Context: an optimization exercise on an open-source flow, tuned for small area. The choices shown serve that exercise and are no tape-out recipe. Function was checked by simulation only, so behaviour that the tests miss may differ from the original. Power is estimated from default activity; no workload was simulated.

$ cat flow/design.v
package hni_dbf_pkg;
    localparam int CHI_DATA_W = 64;
    localparam int CHI_BE_W   = 8;
    localparam int AXI_DATA_W = 32;
    localparam int AXI_STRB_W = 4;
    localparam int LINE_BEATS = 4;
    localparam int AXID_W     = 4;
    localparam int TXNID_W    = 8;
    localparam int NODEID_W   = 7;
    localparam int AXLEN_W    = 8;
    localparam int OPCODE_W   = 4;
    localparam int MAX_IDX_W  = 3;      
    localparam logic [1:0]          RESP_SLVERR = 2'b10;
    localparam logic [OPCODE_W-1:0] OP_COMPDATA = 4'h4;
    typedef logic [LINE_BEATS-1:0] beat_mask_t;
    typedef struct packed {
        logic [NODEID_W-1:0]   tgtid;
        logic [NODEID_W-1:0]   srcid;
        logic [NODEID_W-1:0]   homenid;
        logic [TXNID_W-1:0]    txnid;
        logic [OPCODE_W-1:0]   opcode;
        logic [1:0]            resperr;
        logic [2:0]            resp;
        logic [TXNID_W-1:0]    dbid;
        logic [1:0]            ccid;
        logic [1:0]            dataid;
        logic [CHI_BE_W-1:0]   be;
        logic [CHI_DATA_W-1:0] data;
    } dat_flit_t;
    typedef struct packed {
        logic                 en;
        logic [MAX_IDX_W-1:0] idx;
        logic [AXID_W-1:0]    axid;
        logic                 wr;
        logic [1:0]           chunk;    
        logic [AXLEN_W-1:0]   axlen;
    } alloc_t;
    typedef struct packed {
        logic                en;
        logic [NODEID_W-1:0] tgtid;
        logic [TXNID_W-1:0]  txnid;
        logic [OPCODE_W-1:0] opcode;
        logic [2:0]          resp;
        logic [1:0]          resperr;
        logic [TXNID_W-1:0]  dbid;
        logic [1:0]          dataid;
    } txdat_cmd_t;
    typedef struct packed {
        logic                 valid;
        logic [MAX_IDX_W-1:0] idx;
        beat_mask_t           mask;
    } rbeat_t;
    typedef union packed {
        logic [1:0][CHI_DATA_W-1:0]            chi;
        logic [LINE_BEATS-1:0][AXI_DATA_W-1:0] axi;
    } line_t;
    typedef union packed {
        logic [1:0][CHI_BE_W-1:0]              chi;
        logic [LINE_BEATS-1:0][AXI_STRB_W-1:0] axi;
    } line_be_t;
endpackage
`timescale 1ns/1ps
module hni_data_buffer #(
    parameter int                               num_entries = 8,
    parameter logic [hni_dbf_pkg::NODEID_W-1:0] node_id     = 7'h12
) (
    input  logic                                  clk,
    input  logic                                  rst,
    input  hni_dbf_pkg::alloc_t                   alloc,
    input  logic                                  rxdat_valid,
    input  hni_dbf_pkg::dat_flit_t                rxdat_flit,
    input  logic                                  retire_valid,
    input  logic [$clog2(num_entries)-1:0]        retire_idx,
    input  logic                                  wdat_en,
    input  logic [$clog2(num_entries)-1:0]        wdat_idx,
    input  logic                                  rdat_en,
    input  logic [$clog2(num_entries)-1:0]        rdat_idx,
    input  hni_dbf_pkg::txdat_cmd_t               txdat_cmd,
    input  logic [hni_dbf_pkg::AXID_W-1:0]        rid,
    input  logic [hni_dbf_pkg::AXI_DATA_W-1:0]    rdata,
    input  logic [1:0]                            rresp,
    input  logic                                  rlast,
    input  logic                                  rvalid,
    output logic                                  rready,
    output logic [hni_dbf_pkg::AXI_DATA_W-1:0]    wdata,
    output logic [hni_dbf_pkg::AXI_STRB_W-1:0]    wstrb,
    output logic                                  wlast,
    output logic                                  wvalid,
    input  logic                                  wready,
    output logic                                  w_done,
    output hni_dbf_pkg::rbeat_t                   rbeat,
    output logic                                  txdat_valid,
    output hni_dbf_pkg::dat_flit_t                txdat_flit
);
    localparam int NE = num_entries;
    localparam int IW = $clog2(num_entries);
    localparam int DW = hni_dbf_pkg::AXI_DATA_W;
    localparam int SW = hni_dbf_pkg::AXI_STRB_W;
    localparam int NB = hni_dbf_pkg::LINE_BEATS;
    logic [NE-1:0]      wr_q;        
    logic [NE-1:0]      arm_q;       
    logic [NE-1:0][1:0] flg_q;
    logic [NE-1:0][1:0] ccid_q;      
    logic [NE-1:0][1:0] pos_q;
    logic [NE-1:0][3:0] idq_q;
    logic [NE-1:0][NB-1:0][DW-1:0] dat_q;
    logic [NE-1:0][NB-1:0][SW-1:0] be_q;
    logic [1:0] last_beat;
    logic [3:0] alloc_id;
    always_comb begin
        logic [hni_dbf_pkg::AXLEN_W:0] s;
        s = {7'd0, alloc.chunk} + {1'b0, alloc.axlen};
        last_beat = (s > 9'd3) ? 2'd3 : s[1:0];
        alloc_id  = alloc.wr ? {2'b00, last_beat} : alloc.axid;
    end
    logic [NE-1:0] alloc_i, retire_i, flit_i, rdat_i, wdat_i;
    logic [IW-1:0] flit_idx;
    logic          flit_half;
    assign flit_idx  = rxdat_flit.txnid[IW-1:0];
    assign flit_half = rxdat_flit.dataid[1];
    always_comb begin
        for (int i = 0; i < NE; i++) begin
            alloc_i[i]  = alloc.en && alloc.idx[IW-1:0] == IW'(i);
            retire_i[i] = retire_valid && retire_idx == IW'(i);
            flit_i[i]   = rxdat_valid && wr_q[i] && flit_idx == IW'(i);
            rdat_i[i]   = rdat_en && rdat_idx == IW'(i);
            wdat_i[i]   = wdat_en && wdat_idx == IW'(i);
        end
    end
    logic [NE-1:0][NB-1:0] vld;
    always_comb begin
        for (int i = 0; i < NE; i++) begin
            for (int k = 0; k < NB; k++) begin
                if (wr_q[i])
                    vld[i][k] = flg_q[i][k/2];
                else
                    vld[i][k] = flg_q[i][0] && (k[1:0] >= ccid_q[i]) &&
                                (k[1:0] < pos_q[i] || pos_q[i] == 2'd0);
            end
        end
    end
    logic [NE-1:0] rarm, hit;
    always_comb begin
        for (int i = 0; i < NE; i++) begin
            rarm[i] = arm_q[i] && !wr_q[i];
            hit[i]  = rvalid && rarm[i] && (rid == idq_q[i]);
        end
    end
    assign rready = |rarm;
    always_comb begin
        rbeat = '0;
        for (int i = 0; i < NE; i++) begin
            if (hit[i]) begin
                rbeat.valid = 1'b1;
                rbeat.idx   = hni_dbf_pkg::MAX_IDX_W'(i);
                rbeat.mask  = 4'b0001 << pos_q[i];
            end
        end
    end
    logic [NE-1:0] warm;
    logic [NE-1:0] wsel;    
    always_comb begin
        for (int i = 0; i < NE; i++)
            warm[i] = arm_q[i] && wr_q[i];
        for (int i = 0; i < NE; i++) begin
            wsel[i] = warm[i];
            for (int j = i + 1; j < NE; j++)
                if (warm[j]) wsel[i] = 1'b0;
        end
    end
    logic wacc;
    assign wvalid = |warm;
    always_comb begin
        wlast = 1'b0;
        for (int i = 0; i < NE; i++)
            if (wsel[i] && pos_q[i] == idq_q[i][1:0]) wlast = 1'b1;
    end
    assign wacc   = wvalid && wready;
    assign w_done = wacc && wlast;
    always_ff @(posedge clk) begin
        for (int i = 0; i < NE; i++) begin
            if (alloc_i[i]) begin
                ccid_q[i] <= alloc.chunk;
            end else if (retire_i[i]) begin
                ccid_q[i] <= 2'd0;
            end
            if (alloc_i[i]) begin
                idq_q[i] <= alloc_id;
            end
            if (alloc_i[i]) begin
                pos_q[i] <= alloc.chunk;
            end else if (hit[i] || (wacc && wsel[i])) begin
                pos_q[i] <= pos_q[i] + 2'd1;
            end
        end
    end
    always_ff @(posedge clk or posedge rst) begin
        if (rst) begin
            wr_q  <= '0;
            arm_q <= '0;
            flg_q <= '0;
        end else begin
            for (int i = 0; i < NE; i++) begin
                if (alloc_i[i]) begin
                    wr_q[i] <= alloc.wr;
                end else if (retire_i[i]) begin
                    wr_q[i] <= 1'b0;
                end
                if (rdat_i[i] || wdat_i[i]) begin
                    arm_q[i] <= 1'b1;
                end else if ((hit[i] && rlast) || (w_done && wsel[i])) begin
                    arm_q[i] <= 1'b0;
                end
                if (retire_i[i]) begin
                    flg_q[i] <= 2'b00;
                end else if (flit_i[i]) begin
                    flg_q[i][flit_half] <= 1'b1;
                end else if (hit[i]) begin
                    flg_q[i] <= {rresp == hni_dbf_pkg::RESP_SLVERR, 1'b1};
                end
            end
        end
    end
    logic [NE-1:0][NB-1:0] we_f, we_r, we_h;
    always_comb begin
        for (int i = 0; i < NE; i++) begin
            for (int k = 0; k < NB; k++) begin
                we_f[i][k] = flit_i[i] && flit_half == k[1];
                we_r[i][k] = hit[i] && pos_q[i] == k[1:0];
                we_h[i][k] = !(we_f[i][k] || we_r[i][k]);
            end
        end
    end
    always_ff @(posedge clk) begin
        for (int i = 0; i < NE; i++) begin
            for (int k = 0; k < NB; k++) begin
                dat_q[i][k] <= ({DW{we_f[i][k]}} & rxdat_flit.data[k[0]*DW +: DW])
                             | ({DW{we_r[i][k]}} & rdata)
                             | ({DW{we_h[i][k]}} & dat_q[i][k]);
                be_q[i][k]  <= ({SW{we_f[i][k]}} & rxdat_flit.be[k[0]*SW +: SW])
                             | ({SW{we_f[i][k] && flg_q[i][k/2]}} & be_q[i][k])
                             | ({SW{we_h[i][k]}} & be_q[i][k]);
            end
        end
    end
    always_comb begin
        wdata = '0;
        wstrb = '0;
        for (int i = 0; i < NE; i++) begin
            for (int k = 0; k < NB; k++) begin
                if (wsel[i] && pos_q[i] == k[1:0] && flg_q[i][k/2]) begin
                    wdata = wdata | dat_q[i][k];
                    wstrb = wstrb | be_q[i][k];
                end
            end
        end
    end
    logic [IW-1:0] tx_idx;
    logic          tx_half;
    assign tx_idx  = txdat_cmd.dbid[IW-1:0];
    assign tx_half = txdat_cmd.dataid[1];
    assign txdat_valid = txdat_cmd.en;
    logic [2*DW-1:0] tx_data;
    logic [1:0]      tx_ccid;
    logic            tx_slverr;
    always_comb begin
        tx_data   = '0;
        tx_ccid   = '0;
        tx_slverr = 1'b0;
        for (int i = 0; i < NE; i++) begin
            if (tx_idx == IW'(i)) begin
                tx_ccid   = ccid_q[i];
                tx_slverr = flg_q[i][1] && !wr_q[i];
            end
            for (int k = 0; k < NB; k++) begin
                if (tx_idx == IW'(i) && tx_half == k[1] && vld[i][k])
                    tx_data[k[0]*DW +: DW] = tx_data[k[0]*DW +: DW] | dat_q[i][k];
            end
        end
    end
    always_comb begin
        txdat_flit.tgtid   = txdat_cmd.tgtid;
        txdat_flit.srcid   = node_id;
        txdat_flit.homenid = (txdat_cmd.opcode == hni_dbf_pkg::OP_COMPDATA) ? node_id : '0;
        txdat_flit.txnid   = txdat_cmd.txnid;
        txdat_flit.opcode  = txdat_cmd.opcode;
        txdat_flit.resperr = tx_slverr ? hni_dbf_pkg::RESP_SLVERR : txdat_cmd.resperr;
        txdat_flit.resp    = txdat_cmd.resp;
        txdat_flit.dbid    = txdat_cmd.dbid;
        txdat_flit.ccid    = tx_ccid;
        txdat_flit.dataid  = txdat_cmd.dataid;
        txdat_flit.be      = '1;
        txdat_flit.data    = tx_data;
    end
endmodule
$ cat flow/flow/run.sh
#!/bin/bash
# The standard layout (the standard.sh) with these changes:
#  - synthesis is the standard flow's synthesis script unchanged except that ABC maps the
#    combinational logic with flow/abc_area.script (an area-oriented mapping);
#    flip-flop mapping, flattening and renaming are untouched, so the registers
#    are the standard synthesis's;
#  - flow/remap.py then rewrites nand2(a22oi(a,b,c,d), nand2(e,f)) as
#    inv(a222oi(a,b,c,d,e,f)) in the synthesised netlist (same function, less
#    area; combinational cells only);
#  - the ports get the smallest buffer (sky130_fd_sc_hd__buf_1);
#  - clock tree synthesis adds no dummy loads.
# Each tool's output goes to a log file in this folder (and ORFS's own logs).
set -euo pipefail
work=$PWD
res=$work/orfs/results/$FLOW_PLATFORM/hni_data_buffer/base
sed "s#log_cmd abc {\*}\$abc_args#log_cmd abc {*}[lreplace \$abc_args 1 1 $work/flow/abc_area.script]#" \
    "$FLOW_HOME/scripts/synth.tcl" > "$work/synth_area.tcl"
grep -q "abc_area.script" "$work/synth_area.tcl"
sed "s#\$::env(SCRIPTS_DIR)/synth.tcl#$work/synth_area.tcl#" synth_recipe.tcl > "$work/synth_recipe_area.tcl"
grep -q "synth_area.tcl" "$work/synth_recipe_area.tcl"
export BUFFER_PORTS_ARGS="-buffer_cell sky130_fd_sc_hd__buf_1"
export CTS_ARGS="-sink_clustering_enable -repair_clock_nets -dont_use_dummy_load -buf_list {sky130_fd_sc_hd__clkbuf_8 sky130_fd_sc_hd__clkbuf_16}"
bash standard.sh SYNTH_SCRIPT="$work/synth_recipe_area.tcl" "$res/1_2_yosys.v" > standard_synth.log 2>&1
cp "$res/1_2_yosys.v" "$work/1_2_yosys.pre_remap.v"
python3 flow/remap.py "$work/1_2_yosys.pre_remap.v" "$res/1_2_yosys.v" > remap.log 2>&1
bash standard.sh SYNTH_SCRIPT="$work/synth_recipe_area.tcl" finish > standard.log 2>&1
$ cat flow/flow/abc_area.script
&get -n
&st
&syn2
&dch -f
&nf -a -R 1000
&st
&syn2
&dch -f
&nf -a -R 1000
&put
buffer -c
topo
stime -c
upsize -c
dnsize -c
$ cat flow/flow/remap.py
#!/usr/bin/env python3
"""Rewrite nand2(a22oi(a,b,c,d), nand2(e,f)) -> inv(a222oi(a,b,c,d,e,f)) in a flat
Yosys netlist when the two inner gates drive only that nand2. Same function."""
import re, sys
src = open(sys.argv[1]).read()
cell_re = re.compile(r'^(\s*)(sky130_fd_sc_hd__\w+)\s+(\S+)\s*\((.*?)\);\n', re.S | re.M)
cells = []
for m in cell_re.finditer(src):
    pins = dict((p, n.strip()) for p, n in re.findall(r'\.(\w+)\(([^()]*)\)', m.group(4)))
    cells.append(dict(start=m.start(), end=m.end(), typ=m.group(2), name=m.group(3), pins=pins))
OUT = ('X', 'Y', 'Q', 'Q_N', 'HI', 'LO', 'COUT', 'SUM')
drv, fan = {}, {}
for i, c in enumerate(cells):
    for p, n in c['pins'].items():
        if p in OUT: drv[n] = i
        else: fan[n] = fan.get(n, 0) + 1
# nets that are module ports / assigned also count as loads
for n in re.findall(r'assign\s+\S+\s*=\s*([^;]+);', src):
    n = n.strip(); fan[n] = fan.get(n, 0) + 1
for n in re.findall(r'^\s*output\s+(?:\[[^\]]*\]\s*)?(\S+);', src, re.M):
    fan[n] = fan.get(n, 0) + 100
dead, new = set(), {}
k = 0
for i, c in enumerate(cells):
    if c['typ'] != 'sky130_fd_sc_hd__nand2_1' or i in dead: continue
    a, b = c['pins']['A'], c['pins']['B']
    ia, ib = drv.get(a), drv.get(b)
    if ia is None or ib is None: continue
    ta, tb = cells[ia]['typ'], cells[ib]['typ']
    if ta == 'sky130_fd_sc_hd__nand2_1' and tb == 'sky130_fd_sc_hd__a22oi_1':
        ia, ib, a, b = ib, ia, b, a
        ta, tb = tb, ta
    if not (ta == 'sky130_fd_sc_hd__a22oi_1' and tb == 'sky130_fd_sc_hd__nand2_1'): continue
    if fan.get(a) != 1 or fan.get(b) != 1 or ia in dead or ib in dead: continue
    g, h = cells[ia]['pins'], cells[ib]['pins']
    e = lambda n: n + ' ' if n.startswith('\\') else n
    g = {p: e(n) for p, n in g.items()}; h = {p: e(n) for p, n in h.items()}
    mid = f'_remap_{k}_'; k += 1
    txt = (f"  sky130_fd_sc_hd__a222oi_1 remap_aoi_{k} (.A1({g['A1']}), .A2({g['A2']}), .B1({g['B1']}), .B2({g['B2']}), .C1({h['A']}), .C2({h['B']}), .Y({mid}));\n"
           f"  sky130_fd_sc_hd__inv_1 remap_inv_{k} (.A({mid}), .Y({e(c['pins']['Y'])}));\n")
    dead.update([ia, ib]); new[i] = (txt, mid)
out, pos = [], 0
wires = []
for i, c in enumerate(cells):
    out.append(src[pos:c['start']]); pos = c['end']
    if i in dead: continue
    if i in new:
        out.append(new[i][0]); wires.append(new[i][1])
    else:
        out.append(src[c['start']:c['end']])
out.append(src[pos:])
res = ''.join(out)
# declare the new wires after the module header
decl = ''.join(f'  wire {w};\n' for w in wires)
res = re.sub(r'(module\s+\w+\s*\([^;]*\);\n)', lambda m: m.group(1) + decl, res, count=1)
open(sys.argv[2], 'w').write(res)
print(f'remapped {len(new)}', file=sys.stderr)
$ cat flow/standard.sh
#!/bin/bash
# synth_recipe.tcl (not shown) runs the flow's synth.tcl, then flattens the netlist and writes it again
# the make line also repeats each setting of config.mk as NAME=value (left out here)
make -C /OpenROAD-flow-scripts/flow DESIGN_CONFIG=/design/flow/config.mk WORK_HOME=/design/flow/orfs CLKGATE_MAP_FILE= SYNTH_SCRIPT=/design/flow/synth_recipe.tcl "${@:-finish}"
$ cat flow/config.mk
export PLATFORM = sky130hd
export DESIGN_NAME = hni_data_buffer
export DESIGN_NICKNAME = hni_data_buffer
export VERILOG_FILES = /design/flow/design.v
export SDC_FILE = /design/flow/constraint.sdc
export NUM_CORES = 4
export LEC_CHECK = 0
export CAP_MARGIN = 20
export CELL_PAD_IN_SITES_DETAIL_PLACEMENT = 1
export CELL_PAD_IN_SITES_GLOBAL_PLACEMENT = 1
export CORE_MARGIN = 2
export CORE_UTILIZATION = 30
export CTS_BUF_LIST = sky130_fd_sc_hd__clkbuf_8 sky130_fd_sc_hd__clkbuf_16
export PLACE_DENSITY = 0.45
export SLEW_MARGIN = 20
$ cat flow/constraint.sdc
create_clock -name core_clock -period 7.5 [get_ports {clk}]
set_input_delay 1.5000 -clock core_clock [delete_from_list [all_inputs] [get_ports {clk}]]
set_output_delay 1.5000 -clock core_clock [all_outputs]
set_load 0.01 [all_outputs]
==> results of run 1 <==
-- metal layers --
layer	vias to the layer above	track usage, %	share of wire (%)
li1	25100	-	-
met1	34700	56.1	38
met2	6108	61.5	41
met3	1536	12.9	13
met4	10	27.9	7.5
met5	-	0	0.023
-- stage by stage --
step	setup WS (ns)	area [sq um]	power, mW
2_1_floorplan	2.70	59300	12.4
3_3_place_gp	1.24	63000	14.1
4_1_cts	1.16	67000	20.9
3_5_place_dp	1.22	63100	14.3
6_report	0.868	67100	21.1
5_1_grt	0.823	67000	21.8
-- worst register-to-register path, cell delays in order (launching register included) --
cell	delay [ns]
dfrtp_1	0.72
nand3_1	0.46
nor2_4	0.91
buf_4	0.59
buf_4	0.84
a222oi_1	0.34
inv_1	0.11
-- power by group through the flow --
stage	sequential (mW)	clock, mW	combinational [mW]
2_1_floorplan	9.97	0	2.45
3_3_place_gp	10.9	0	3.24
3_5_place_dp	10.9	0	3.39
4_1_cts	10.8	6.67	3.40
5_1_grt	11.1	6.90	3.81
6_report	11.0	6.65	3.48
-- cell type report --
cell class              instances  area [sq um]
fillers                     22200        130000
repair buffers                555          3340
clock buffers                 156          3900
flip-flops and latches       1248         25800
well taps                    2640          3300
diodes                         28          70.1
inverters                    1057          3970
multi-input cells            3292         26700
-- how the worst min path moves through the flow --
stage	start	to	slack, ns
6_report	be_q[57]	be_q[57]	0.47
5_1_grt	be_q[76]	be_q[76]	0.49
4_1_cts	be_q[85]	be_q[85]	0.47
3_5_place_dp	be_q[33]	be_q[33]	0.45
3_3_place_gp	be_q[79]	be_q[79]	0.46
2_1_floorplan	be_q[15]	be_q[15]	0.44
-- sequential cells by signal (all words and copies together) (netlist names) --
signal / count
dat_q: 1024
flg_q: 16
pos_q: 16
arm_q: 8
be_q: 128
idq_q: 32
ccid_q: 16
wr_q: 8
-- cells in the final DEF, fill, tap and decap left out, drive strengths merged, types with 22 or more instances in the layout --
master / count
a22oi: 213
buf: 555
clkbuf: 156
a222oi: 1410
a21oi: 55
a22o: 173
inv: 1057
nand3: 109
nand2: 407
or2: 22
edfxtp: 64
ha: 35
diode: 28
dfrtp: 32
nor3: 36
xnor2: 24
a221oi: 127
nand4: 95
and3: 70
dfxtp: 1152
and2: 52
xor2: 23
o21ai: 83
nor2: 153
==> flow_summary.toml, run 1 <==
[run_status]
status = "complete, no violations"

[setup_path]
reg2reg_depth = 6
rr_endpoint = "dat_q[284]"
path_buf_inv = 2
arrival_ns = 5.13
slowest_stage = "and3_4"
path_class = "reg2out"
critical-path-top-delay-family = "simple AND/OR/NAND/NOR gates"
path_depth = 13
crit_top_cell = "nand2_2"
r2r_start = "wr_q[2]"
crit_path_end_kind = "output port"
slowest_delay_ns = 1.04
startpoint = "wr_q[7]"
endpoint = "wdata[6]"
worst-path-max-fanout = 24
cp_cell_sequence = "nand2_2 -> nand2_2 -> a21oi_4 -> nand2_2 -> a21oi_2 -> nand2_2 -> nor2_1 -> and3_4 -> buf_4 -> a222oi_1 -> nand4_1 -> or2_1 -> buf_1"
required_ns = 6.00
cp-start-kind = "register"
reg2reg_slack_ns = 3.46

[clocking]
cts_setup_buffers = 0
postCtsHoldBufs = 0
numCtsBuffers = 156
cts_num_sinks = 1248
cts_tree = "done"
cts_resized = 0
cts_buffer_depth = 3
clkLatencyLatePin_ns = 0.85
clk_pin_slew_ns = 0.05
clock-root-buffer = "clkbuf_16"
htree_levels = 4

[routing]
antenna_left = 0
viasPerCell = 7.52
drt_iter0_drc = 19800
routedWlPerCell_um = 51.0
finalWirelength_um = 458000
drtPass1Iterations = 13
drc_errors = 0
dr_total_vias = 67500

[floorplan]
die_y_um = 449
initial_utilization_pct = 30.1
pin_count = 403
die_x_um = 449
row_count = 163
core-area_sq_mm = 0.197
die_area_sq_mm = 0.201

[global_routing]
grt_pass1_wl_um = 595000
grt_max_degree = 54
overflow = 0
grt_usage_pct = 43.1
antenna_found_initial = 45
grt_pass1_vias = 62800

[sta]
finalHoldViolCount = 0
setup_tns_ns = 0
max_freq_mhz = 151
slew_headroom_pct = 16.6
rsz0062_at_grt = "false"
timing.final.crit_period_ns = 6.63
holdWs_ns = 0.473
slew_viol_final = 0
clock_skew_ns = 0.0764
worst_slew_pin_slew_ns = 1.25
finalCritPeriodShare_pct = 88.4
setup_viol = 0

[yosys]
syn_area_sq_mm = 0.0593
avgSynthCellArea_sq_um = 9.15
syn-instance-count = 6481
ys_warn_count = 1

[hold_path]
whs_path_depth = 1
worstHoldPathType = "reg2reg"

[final_layout]
layout-drive-gt1-share_pct = 9.83
nets = 6578
syn_to_final_growth_pct = 13.2
fin_cells = 8976
final_core_util_pct = 34.1

[power_and_ir_drop]
p_clk_share_pct = 31.6
power_density_mw_per_mm2 = 314
power_switching_mw = 7.25
internal_power_mw = 13.8
vdd_ir_drop_max_v = 0.000265
switching_share_pct = 34.4
combinationalPowerShare_pct = 16.5
power_leakage_nw = 30.8
seqPwrFrac_pct = 52.0

[placed_design]
dp_cells = 8791
io_buffers = 286
gp_congestion = 0.918
hpwl_um = 264000

[run]
drv_cap = 0
==> run 2: changes to the inputs <==
--- a/flow/flow/run.sh
+++ b/flow/flow/run.sh
@@ -8,7 +8,7 @@
 #    inv(a222oi(a,b,c,d,e,f)) in the synthesised netlist (same function, less
 #    area; combinational cells only);
 #  - the ports get the smallest buffer (sky130_fd_sc_hd__buf_1);
-#  - clock tree synthesis adds no dummy loads.
+#  - clock tree synthesis adds no dummy loads (sink clusters of at most 14 within 50 um).
 # Each tool's output goes to a log file in this folder (and ORFS's own logs).
 set -euo pipefail
 work=$PWD
@@ -19,7 +19,7 @@
 sed "s#\$::env(SCRIPTS_DIR)/synth.tcl#$work/synth_area.tcl#" synth_recipe.tcl > "$work/synth_recipe_area.tcl"
 grep -q "synth_area.tcl" "$work/synth_recipe_area.tcl"
 export BUFFER_PORTS_ARGS="-buffer_cell sky130_fd_sc_hd__buf_1"
-export CTS_ARGS="-sink_clustering_enable -repair_clock_nets -dont_use_dummy_load -buf_list {sky130_fd_sc_hd__clkbuf_8 sky130_fd_sc_hd__clkbuf_16}"
+export CTS_ARGS="-sink_clustering_enable -repair_clock_nets -dont_use_dummy_load -sink_clustering_size 14 -sink_clustering_max_diameter 50 -buf_list {sky130_fd_sc_hd__clkbuf_8}"
 bash standard.sh SYNTH_SCRIPT="$work/synth_recipe_area.tcl" "$res/1_2_yosys.v" > standard_synth.log 2>&1
 cp "$res/1_2_yosys.v" "$work/1_2_yosys.pre_remap.v"
 python3 flow/remap.py "$work/1_2_yosys.pre_remap.v" "$res/1_2_yosys.v" > remap.log 2>&1
--- a/flow/config.mk
+++ b/flow/config.mk
@@ -10,6 +10,8 @@
 export CELL_PAD_IN_SITES_GLOBAL_PLACEMENT = 1
 export CORE_MARGIN = 2
 export CORE_UTILIZATION = 30
-export CTS_BUF_LIST = sky130_fd_sc_hd__clkbuf_8 sky130_fd_sc_hd__clkbuf_16
+export CTS_BUF_LIST = sky130_fd_sc_hd__clkbuf_8
+export CTS_CLUSTER_DIAMETER = 50
+export CTS_CLUSTER_SIZE = 14
 export PLACE_DENSITY = 0.45
 export SLEW_MARGIN = 20
==> run 2 against run 1 <==
Compared with the run above:
- still clean
- sequential share of layout area grew 0.84 points
- utilization shrank 0.73 points
- clock power shrank 26%
- synthesized area is the same
- combinational power is essentially flat
- total power shrank 8.1%
- non-clock buffer count shrank 1
- final cell count grew 0.27%
- first-iteration DRC count is essentially flat
- hold slack gained 0.0017 ns
- largest power group unchanged
==> flow_summary.toml, run 2 <==
[global_routing]
overflow = 0
grt_max_degree = 54
grt_usage_pct = 43.1
grt_pass1_wl_um = 596000
grt_pass1_vias = 62800
antenna_found_initial = 44

[final_layout]
final_core_util_pct = 33.4
seq_area_sq_mm = 0.0258
final_cell_mix = "a222oi_1, dfxtp_1, inv_1"
syn_to_final_growth_pct = 10.7
layout_commonest_cell = "a222oi_1"
largest_reg_flops = 1024
fin_cells = 9000
fillCellCount = 22300
layout-drive-gt1-share_pct = 10.2
multi_input_area_sq_mm = 0.0267
nets = 6602
regMostFlops = "dat_q"
reg_top3 = "dat_q (1024), be_q (128), idq_q (32)"

[floorplan]
row_count = 163
die_x_um = 449
pin_count = 403
initial_utilization_pct = 30.1
die_y_um = 449
die_area_sq_mm = 0.201
core-area_sq_mm = 0.197

[power_and_ir_drop]
power_density_mw_per_mm2 = 295
vdd_ir_drop_max_v = 0.000174
power_leakage_nw = 30.1

[setup_path]
arrival_ns = 5.27
crit_top_cell = "nand2_2"
crit_path_end_kind = "output port"
cp-start-kind = "register"
reg2reg_slack_ns = 3.47
endpoint = "wdata[6]"
startpoint = "wr_q[7]"
path_class = "reg2out"
slowest_stage = "and3_4"
r2r_start = "wr_q[2]"
reg2reg_depth = 6
slowest_delay_ns = 1.04
rr_endpoint = "dat_q[316]"
worst-path-max-fanout = 24
cp_cell_sequence = "nand2_2 -> nand2_2 -> a21oi_4 -> nand2_2 -> a21oi_2 -> nand2_2 -> nor2_1 -> and3_4 -> buf_4 -> a222oi_1 -> nand4_1 -> or2_1 -> buf_1"
required_ns = 6.00

[sta]
rsz0062_at_grt = "false"
timing.final.crit_period_ns = 6.77
finalHoldViolCount = 0
setup_tns_ns = 0
worst_slew_pin_slew_ns = 1.32
max_freq_mhz = 148
finalCritPeriodShare_pct = 90.2
clock_skew_ns = 0.103
setup_viol = 0
slew_viol_final = 0
slew_headroom_pct = 12.1

[clocking]
numCtsBuffers = 181
clk_pin_slew_ns = 0.06
cts_tree = "done"
clock-root-buffer = "clkbuf_8"
clkLatencyLatePin_ns = 1.02
cts_resized = 0
htree_levels = 4
cts_setup_buffers = 0
postCtsHoldBufs = 0
cts_buffer_depth = 3
cts_num_sinks = 1248

[yosys]
avgSynthCellArea_sq_um = 9.15
syn-instance-count = 6481
syn_area_sq_mm = 0.0593
ys_warn_count = 1

[placed_design]
gp_congestion = 0.918
hpwl_um = 264000
io_buffers = 286
dp_cells = 8791

[routing]
viasPerCell = 7.48
routedWlPerCell_um = 50.8
antenna_left = 0
finalWirelength_um = 457000
drc_errors = 0
drt_iter0_drc = 19800
drtPass1Iterations = 14
dr_total_vias = 67300

[run_status]
status = "complete, no violations"

[run]
drv_cap = 0

[hold_path]
worstHoldPathType = "reg2reg"
==> run 2: metal layers <==
metal | global-route usage [%] | up-vias | part of all wire (%)
li1 | - | 25100 | -
met1 | 56.0 | 34500 | 38
met2 | 61.7 | 6235 | 41
met3 | 12.9 | 1499 | 14
met4 | 27.9 | 12 | 7.4
met5 | 0 | - | 0.020
==> run 2: report_power, final <==
group	leakage, nW	switching [mW]	total (mW)	internal, mW
clock	1.30	2.84	4.95	2.12
sequential	10.5	2.20	10.9	8.74
combinational	18.3	2.02	3.47	1.46
total	30.1	7.05	19.4	12.3
==> run 2: worst min path at each step <==
stage | startpoint | endpoint | slack, ns | cells after the start
after floorplan | be_q[15] | be_q[15] | 0.44 | 1
after global placement | be_q[79] | be_q[79] | 0.46 | 1
after detailed placement | be_q[33] | be_q[33] | 0.45 | 1
after CTS | be_q[61] | be_q[61] | 0.48 | 1
after global routing | be_q[61] | be_q[61] | 0.49 | 1
final | be_q[56] | be_q[56] | 0.48 | 1
==> run 2: layout make-up <==
cell class                 count  share of cell area [%]
antenna                       28                   0.107
timing repair buffer         554                    5.04
tap                         2640                    5.03
multi-input combinational   3292                    40.7
sequential                  1248                    39.3
inverter                    1057                    6.04
clock buffer                 181                    3.79
==> run 2: metrics by stage <==
step | hold slack [ns] | setup WS, ns | power, mW | cell area [sq um]
4_1_cts | 0.477 | 0.921 | 19.1 | 65600
3_5_place_dp | 0.454 | 1.22 | 14.3 | 63100
5_1_grt | 0.495 | 0.570 | 20.1 | 65600
2_1_floorplan | 0.438 | 2.70 | 12.4 | 59300
6_report | 0.475 | 0.734 | 19.4 | 65600
3_3_place_gp | 0.456 | 1.24 | 14.1 | 63000
==> run 2: critical path: cells and delay by family, from the launching register on <==
kind,cells,cell delay [ns]
AND/OR/NAND/NOR,8,2.41
buffers and inverters,2,0.69
AO/OA/AOI/OAI,3,0.62
flip-flops,1,0.56
==> run 3: changes to the inputs <==
--- a/flow/flow/run.sh
+++ b/flow/flow/run.sh
@@ -8,7 +8,7 @@
 #    inv(a222oi(a,b,c,d,e,f)) in the synthesised netlist (same function, less
 #    area; combinational cells only);
 #  - the ports get the smallest buffer (sky130_fd_sc_hd__buf_1);
-#  - clock tree synthesis adds no dummy loads (sink clusters of at most 14 within 50 um).
+#  - clock tree synthesis adds no dummy loads (sink clusters of at most 20 within 60 um).
 # Each tool's output goes to a log file in this folder (and ORFS's own logs).
 set -euo pipefail
 work=$PWD
@@ -19,7 +19,7 @@
 sed "s#\$::env(SCRIPTS_DIR)/synth.tcl#$work/synth_area.tcl#" synth_recipe.tcl > "$work/synth_recipe_area.tcl"
 grep -q "synth_area.tcl" "$work/synth_recipe_area.tcl"
 export BUFFER_PORTS_ARGS="-buffer_cell sky130_fd_sc_hd__buf_1"
-export CTS_ARGS="-sink_clustering_enable -repair_clock_nets -dont_use_dummy_load -sink_clustering_size 14 -sink_clustering_max_diameter 50 -buf_list {sky130_fd_sc_hd__clkbuf_8}"
+export CTS_ARGS="-sink_clustering_enable -repair_clock_nets -dont_use_dummy_load -sink_clustering_size 20 -sink_clustering_max_diameter 60 -buf_list {sky130_fd_sc_hd__clkbuf_8}"
 bash standard.sh SYNTH_SCRIPT="$work/synth_recipe_area.tcl" "$res/1_2_yosys.v" > standard_synth.log 2>&1
 cp "$res/1_2_yosys.v" "$work/1_2_yosys.pre_remap.v"
 python3 flow/remap.py "$work/1_2_yosys.pre_remap.v" "$res/1_2_yosys.v" > remap.log 2>&1
--- a/flow/config.mk
+++ b/flow/config.mk
@@ -11,7 +11,7 @@
 export CORE_MARGIN = 2
 export CORE_UTILIZATION = 30
 export CTS_BUF_LIST = sky130_fd_sc_hd__clkbuf_8
-export CTS_CLUSTER_DIAMETER = 50
-export CTS_CLUSTER_SIZE = 14
+export CTS_CLUSTER_DIAMETER = 60
+export CTS_CLUSTER_SIZE = 20
 export PLACE_DENSITY = 0.45
 export SLEW_MARGIN = 20
==> run 3 against run 2 <==
Compared with the run above:
- critical endpoint unchanged
- still clean
- critical path depth unchanged
- clock skew is 0.020 ns lower
- highest routed layer unchanged
- clock power shrank 8.5%
- maximum frequency grew 0.22%
- critical path type unchanged
- cell area fell by 0.64%
- first-iteration DRC count shrank 1.1%
- sequential share of layout area rose by 0.25 points
==> flow_summary.toml, run 3 <==
[run_status]
status = "complete, no violations"

[yosys]
ys_warn_count = 1
syn-instance-count = 6481
avgSynthCellArea_sq_um = 9.15
syn_area_sq_mm = 0.0593

[final_layout]
largest_reg_flops = 1024
fin_cells = 8968
multi_input_area_sq_mm = 0.0267
seq_area_sq_mm = 0.0258
syn_to_final_growth_pct = 10.0
final_cell_mix = "a222oi_1, dfxtp_1, inv_1"
fillCellCount = 22400
regMostFlops = "dat_q"
layout-drive-gt1-share_pct = 9.74
layout_commonest_cell = "a222oi_1"
nets = 6572
reg_top3 = "dat_q (1024), be_q (128), idq_q (32)"

[clocking]
cts_buffer_depth = 3
numCtsBuffers = 151
clkLatencyLatePin_ns = 0.98
postCtsHoldBufs = 0
cts_num_sinks = 1248
htree_levels = 4
clk_pin_slew_ns = 0.07
clock-root-buffer = "clkbuf_8"
cts_resized = 0
cts_setup_buffers = 0
cts_tree = "done"

[setup_path]
path_class = "reg2out"
worst-path-max-fanout = 26
cp-start-kind = "register"
required_ns = 6.00
reg2reg_depth = 8
arrival_ns = 5.25
crit_path_end_kind = "output port"

[hold_path]
worstHoldPathType = "reg2reg"
whs_path_depth = 1

[routing]
drtPass1Iterations = 15
routedWlPerCell_um = 51.1
wl_met1_um = 175000
antenna_left = 0
drt_iter0_drc = 19600
wl_met2_um = 187000
drc_errors = 0
viasPerCell = 7.52
highest_layer = "met5"
dr_total_vias = 67500
finalWirelength_um = 458000
wl_met3_um = 61700

[power_and_ir_drop]
vdd_ir_drop_max_v = 0.000195
power_leakage_nw = 29.9
power_density_mw_per_mm2 = 291

[run]
drv_cap = 0

[sta]
rsz0062_at_grt = "false"
setup_tns_ns = 0
slew_viol_final = 0
slew_headroom_pct = 10.7
timing.final.crit_period_ns = 6.75
finalHoldViolCount = 0
worst_slew_pin_slew_ns = 1.34
setup_viol = 0
max_freq_mhz = 148
clock_skew_ns = 0.0826
finalCritPeriodShare_pct = 90.0

[floorplan]
die_x_um = 449
die_area_sq_mm = 0.201
die_y_um = 449
core-area_sq_mm = 0.197
row_count = 163
initial_utilization_pct = 30.1
pin_count = 403

[placed_design]
dp_cells = 8791
gp_congestion = 0.918
io_buffers = 286
hpwl_um = 264000

[global_routing]
grt_max_degree = 54
grt_pass1_vias = 62600
antenna_found_initial = 40
overflow = 0
grt_pass1_wl_um = 594000
grt_usage_pct = 43.0
==> run 3: final timing paths <==
path / start / slack [ns] / end
max in group asynchronous: rst / 6.44 / arm_q[4]
min reg2reg: be_q[56] / 0.48 / be_q[56]
max reg2reg: wr_q[0] / 3.52 / dat_q[58]
min: be_q[56] / 0.48 / be_q[56]
max: wr_q[6] / 0.75 / wdata[6]
min in group asynchronous: rst / 0.66 / wr_q[6]
==> run 3: critical path: stages, from the launching register on <==
cell	delay [ns]
dfrtp_1	0.54
nand2_1	0.20
nand2_2	0.10
a21oi_4	0.18
nand2_2	0.09
a21oi_2	0.20
nand2_2	0.11
nor2_1	0.48
and3_4	0.99
buf_4	0.53
a222oi_1	0.24
nand4_1	0.22
or2_1	0.20
buf_1	0.17
==> run 3: per-layer routing <==
layer	vias to the layer above	global-route usage, %
li1	25000	-
met1	34800	56.1
met2	6184	61.4
met3	1447	12.8
met4	14	27.6
met5	-	0
==> run 3: per-stage QoR <==
step                util, %  setup WS, ns  cell area (sq um)  power (mW)  hold slack [ns]
floorplan                 -          2.70              59300        12.4            0.438
global placement       32.0          1.24              63000        14.1            0.456
detailed placement     32.1          1.22              63100        14.3            0.454
CTS                    33.1         0.916              65200        18.7            0.475
global route           33.1         0.611              65200        19.6            0.493
finish                 33.1         0.748              65200        19.0            0.482
==> run 3: power breakdown <==
part,leakage [nW],internal [mW],switching [mW],total [mW]
Sequential,10.5,8.73,2.20,10.9
Clock,1.09,1.78,2.75,4.53
Combinational,18.3,1.46,2.02,3.48
Total,29.9,12.0,6.98,19.0
==> run 3: layout make-up <==
class / count / area share (%)
inverter: 1057 / 6.08
sequential: 1248 / 39.5
clock buffer: 151 / 3.19
multi-input combinational: 3292 / 41.0
timing repair buffer: 554 / 5.08
antenna: 26 / 0.0997
tap: 2640 / 5.06

## what the ideal ports hide
How much do the figures lean on ideal ports? The routed layouts below were timed once more, with nothing changed but the port constraints.
Step 1 assumes that a clkbuf_16 drives the clock port and a buf_2 every other input.
Step 2 also shifts input and output timing later by t, the mid clock arrival at the registers, as if the neighbouring blocks saw the same clock.
Three values: ideal, step 1, step 2; two values: the first two.
run	t, ns	setup WS [ns]	slew at the worst register clock pin (ns)
run 1	0.908	0.868 / 0.766 / 0.991	0.06 / 0.06
run 2	1.065	0.734 / 0.634 / 0.933	0.10 / 0.10
run 3	1.056	0.748 / 0.647 / 0.909	0.12 / 0.12
After both steps every run listed still meets setup and hold.
